Context: an optimization exercise on an open-source flow, tuned for small area. The choices shown serve that exercise and are no tape-out recipe.
The RTL was checked by simulation tests, not by an equivalence proof against the original design.
Power figures rest on the tool's default switching activity, not on a simulated workload.

==> flow/design.v <==
`timescale 1ns/10ps
module dcache_top (
    input  logic        CLK,
    input  logic        nRST,
    input  logic        halt_i,
    input  logic        dp_ren_i,
    input  logic        dp_wen_i,
    input  logic [31:0] dp_addr_i,
    input  logic [31:0] dp_store_i,
    output logic        dp_hit_o,
    output logic [31:0] dp_load_o,
    output logic        dp_flushed_o,
    output logic        mem_ren_o,
    output logic        mem_wen_o,
    output logic [31:0] mem_addr_o,
    output logic [31:0] mem_store_o,
    input  logic        mem_dwait_i,
    input  logic [31:0] mem_load_i
);
    localparam logic [2:0] S_LOOK = 3'd0;   
    localparam logic [2:0] S_CHK  = 3'd1;   
    localparam logic [2:0] S_WBX  = 3'd2;   
    localparam logic [2:0] S_TW   = 3'd3;   
    localparam logic [2:0] S_FX   = 3'd4;   
    localparam logic [2:0] S_FWR  = 3'd5;   
    localparam logic [2:0] S_DONE = 3'd6;   
    logic [32*32-1:0] dring;
    logic [16*26-1:0] tring;
    logic [15:0]      vring;
    logic [15:0]      xring;   
    logic [7:0]       mring;   
    logic [4:0]  pos;
    logic        sweep;    
    logic [2:0]  st;
    logic        fl;       
    logic        wd;       
    logic [3:0]  frm;      
    logic        p1;       
    logic [31:0] buf_q;    
    logic [25:0] tag_q;    
    logic [31:0] dh;
    logic [25:0] th;
    logic        vh, xh, mh;
    logic        req, pt_req, match, hit, pt_frm, pt_tag, last;
    logic        cap, cap_tag, swap, ld, hold, ws, fw, keep, fill_v;
    assign dh = dring[31:0];
    assign th = tring[25:0];
    assign vh = vring[0];
    assign xh = xring[0];
    assign mh = mring[0];
    assign req    = (dp_ren_i || dp_wen_i) && !sweep;
    assign pt_req = (pos[4] == dp_addr_i[2]) && (pos[2:0] == dp_addr_i[5:3]);
    assign match  = vh && (th == dp_addr_i[31:6]);
    assign hit    = (st == S_LOOK) && req && pt_req && match;
    assign pt_tag = (pos[3:0] == frm);
    assign pt_frm = (pos[4] == wd) && pt_tag;
    assign last   = (frm == 4'd15);
    assign cap     = (st == S_CHK) && pt_frm;             
    assign cap_tag = (cap && !wd) || ((st == S_TW) && pt_tag);
    assign swap    = cap && !wd && !fl;                   
    assign ld      = (st == S_FX) && !mem_dwait_i;        
    assign hold    = !(cap || ld);
    assign ws      = hit && dp_wen_i;                     
    assign fw      = (st == S_FWR) && pt_frm;             
    assign keep    = !(ws || fw);
    assign fill_v  = fw && wd;
    always_ff @(posedge CLK) begin
        dring <= {((dh & {32{keep}}) | (dp_store_i & {32{ws}}) | (buf_q & {32{fw}})),
                  dring[32*32-1:32]};
        tring <= {((th & {26{!swap}}) | (dp_addr_i[31:6] & {26{swap}})), tring[16*26-1:26]};
        vring <= {(fill_v || (vh && !sweep)), vring[15:1]};
        xring <= {(!fill_v && (ws || xh)), xring[15:1]};
        mring <= {(hit ? pos[3] : (mh && !sweep)), mring[7:1]};
        buf_q <= (mem_load_i & {32{ld}}) | (dh & {32{cap}}) | (buf_q & {32{hold}});
    end
    always_ff @(posedge CLK) begin
        if (cap_tag) begin
            tag_q <= th;
        end
    end
    always_ff @(posedge CLK, negedge nRST) begin
        if (!nRST) begin
            pos   <= '0;
            sweep <= 1'b1;
            st    <= S_LOOK;
            fl    <= 1'b0;
            wd    <= 1'b0;
            frm   <= '0;
            p1    <= 1'b0;
        end else begin
            pos <= pos + 5'd1;
            if (pos == 5'd15) sweep <= 1'b0;
            case (st)
                S_LOOK: begin
                    if (!sweep) begin
                        if (halt_i) begin
                            st  <= S_CHK;
                            fl  <= 1'b1;
                            frm <= '0;
                            wd  <= 1'b0;
                        end else if (req && pt_req) begin
                            if (match) begin
                                p1 <= 1'b0;
                            end else if (p1) begin
                                p1  <= 1'b0;
                                frm <= {!mh, dp_addr_i[5:3]};
                                wd  <= 1'b0;
                                st  <= S_CHK;
                            end else begin
                                p1 <= 1'b1;
                            end
                        end else if (!req) begin
                            p1 <= 1'b0;
                        end
                    end
                end
                S_CHK: begin
                    if (pt_frm) begin
                        if (wd || (vh && xh)) begin
                            st <= S_WBX;
                        end else if (fl) begin
                            if (last) st <= S_DONE;
                            else      frm <= frm + 4'd1;
                        end else begin
                            st <= S_TW;
                        end
                    end
                end
                S_WBX: begin
                    if (!mem_dwait_i) begin
                        if (!wd) begin
                            wd <= 1'b1;
                            st <= S_CHK;
                        end else begin
                            wd <= 1'b0;
                            if (fl) begin
                                if (last) begin
                                    st <= S_DONE;
                                end else begin
                                    frm <= frm + 4'd1;
                                    st  <= S_CHK;
                                end
                            end else begin
                                st <= S_TW;
                            end
                        end
                    end
                end
                S_TW: begin
                    if (pt_tag) st <= S_FX;
                end
                S_FX: begin
                    if (!mem_dwait_i) st <= S_FWR;
                end
                S_FWR: begin
                    if (pt_frm) begin
                        if (wd) begin
                            wd <= 1'b0;
                            st <= S_LOOK;
                        end else begin
                            wd <= 1'b1;
                            st <= S_FX;
                        end
                    end
                end
                default: begin
                end
            endcase
        end
    end
    assign dp_hit_o     = hit;
    assign dp_load_o    = dh;
    assign dp_flushed_o = (st == S_DONE);
    assign mem_wen_o    = (st == S_WBX);
    assign mem_ren_o    = (st == S_FX);
    assign mem_addr_o   = {tag_q, frm[2:0], wd, 2'b00};
    assign mem_store_o  = buf_q;
endmodule
Settings: LEC_CHECK=0, ABC_AREA=1, CAP_MARGIN=0, CORE_MARGIN=2, CORE_UTILIZATION=60, CTS_BUF_LIST=sky130_fd_sc_hd__clkbuf_8, CTS_CLUSTER_DIAMETER=50, CTS_CLUSTER_SIZE=16, PLACE_DENSITY=0.75, SETUP_SLACK_MARGIN=0.4, SLEW_MARGIN=0; clock period 7.0 ns.
standard.sh (not shown) runs the stock make flow with config.mk's settings and CLKGATE_MAP_FILE= SYNTH_SCRIPT=/design/flow/synth_recipe.tcl, a recipe that flattens the netlist after the stock synthesis.
==> flow/flow/run.sh <==
#!/bin/bash
# Standard layout with two changes:
#  - the port buffers are the smallest buffer (buf_1) rather than the cell buffer_ports picks
#    on its own; repair_design still resizes them where timing needs it;
#  - clock tree synthesis adds no dummy loads (the clock tree is balanced by its buffers only).
set -euo pipefail
export BUFFER_PORTS_ARGS="-buffer_cell sky130_fd_sc_hd__buf_1"
export CTS_ARGS="-sink_clustering_enable -repair_clock_nets -dont_use_dummy_load -sink_clustering_size 16 -sink_clustering_max_diameter 50 -buf_list sky130_fd_sc_hd__clkbuf_8"
bash standard.sh > standard_make.log 2>&1
The first run finished with timing, DRC and antenna clean.
Next try:
--- a/flow/design.v
+++ b/flow/design.v
@@ -23,34 +23,35 @@
     localparam logic [2:0] S_TW   = 3'd3;   
     localparam logic [2:0] S_FX   = 3'd4;   
     localparam logic [2:0] S_FWR  = 3'd5;   
     localparam logic [2:0] S_DONE = 3'd6;   
     logic [32*32-1:0] dring;
     logic [16*26-1:0] tring;
-    logic [15:0]      vring;
     logic [15:0]      xring;   
     logic [7:0]       mring;   
+    logic [7:0]       fring;   
     logic [4:0]  pos;
     logic        sweep;    
     logic [2:0]  st;
     logic        fl;       
     logic        wd;       
     logic [3:0]  frm;      
     logic        p1;       
     logic [31:0] buf_q;    
     logic [25:0] tag_q;    
     logic [31:0] dh;
     logic [25:0] th;
-    logic        vh, xh, mh;
+    logic        vh, xh, mh, fh;
     logic        req, pt_req, match, hit, pt_frm, pt_tag, last;
     logic        cap, cap_tag, swap, ld, hold, ws, fw, keep, fill_v;
     assign dh = dring[31:0];
     assign th = tring[25:0];
-    assign vh = vring[0];
     assign xh = xring[0];
     assign mh = mring[0];
+    assign fh = fring[0];
+    assign vh = fh || (pos[3] && mh);
     assign req    = (dp_ren_i || dp_wen_i) && !sweep;
     assign pt_req = (pos[4] == dp_addr_i[2]) && (pos[2:0] == dp_addr_i[5:3]);
     assign match  = vh && (th == dp_addr_i[31:6]);
     assign hit    = (st == S_LOOK) && req && pt_req && match;
     assign pt_tag = (pos[3:0] == frm);
     assign pt_frm = (pos[4] == wd) && pt_tag;
@@ -65,15 +66,15 @@
     assign keep    = !(ws || fw);
     assign fill_v  = fw && wd;
     always_ff @(posedge CLK) begin
         dring <= {((dh & {32{keep}}) | (dp_store_i & {32{ws}}) | (buf_q & {32{fw}})),
                   dring[32*32-1:32]};
         tring <= {((th & {26{!swap}}) | (dp_addr_i[31:6] & {26{swap}})), tring[16*26-1:26]};
-        vring <= {(fill_v || (vh && !sweep)), vring[15:1]};
         xring <= {(!fill_v && (ws || xh)), xring[15:1]};
-        mring <= {(hit ? pos[3] : (mh && !sweep)), mring[7:1]};
+        mring <= {((hit || fill_v) ? pos[3] : (mh && !sweep)), mring[7:1]};
+        fring <= {((fill_v && !pos[3]) || (fh && !sweep)), fring[7:1]};
         buf_q <= (mem_load_i & {32{ld}}) | (dh & {32{cap}}) | (buf_q & {32{hold}});
     end
     always_ff @(posedge CLK) begin
         if (cap_tag) begin
             tag_q <= th;
         end
Die area stays flat.
Power went down by 0.35%.
Wire length went down by 3.7%.
Sequential share of layout area went down by 0.33 points.
Utilization went down by 0.20 points.
Sequential power barely changes.
Final area hardly moves.
Via count went up by 1.1%.
Critical path depth went up by 1.
Global-route usage went down by 0.89 points.
Final cell count is about the same.
Worst setup slack improved by 86 ps.
Register-to-register slack improved by 850 ps.
First-iteration DRC count went up by 16%.

==> port drivers added, routing unchanged <==
How much do the figures lean on ideal ports? The routed layouts below were timed once more, with nothing changed but the port constraints.
Step 1 (the two cells are an assumption about what drives the block):
set clk [get_ports {CLK}]
set_driving_cell -lib_cell sky130_fd_sc_hd__clkbuf_16 $clk
set_driving_cell -lib_cell sky130_fd_sc_hd__buf_2 [delete_from_list [all_inputs] $clk]
Step 2, shift: input delay + t, output delay - t, t = (earliest + latest rising clock arrival at the registers) / 2. This alone moves slack from input paths to output paths.
Slacks: ideal / step 1 / step 2; pairs: ideal / step 1.
| run | t, ns | setup WS [ns] | worst setup path at the end | pins driven straight from the clock port |
|---|---|---|---|---|
| the first run | 0.727 | 2.141 / 2.120 / 2.120 | input to output | 1 |
| the second run | 0.715 | 2.227 / 2.150 / 2.150 | input to output | 1 |
After both steps every run listed still meets setup and hold. For the second run, which loses most, drivers alone change the setup slack by -0.077 ns; drivers and shift together by -0.077 ns.
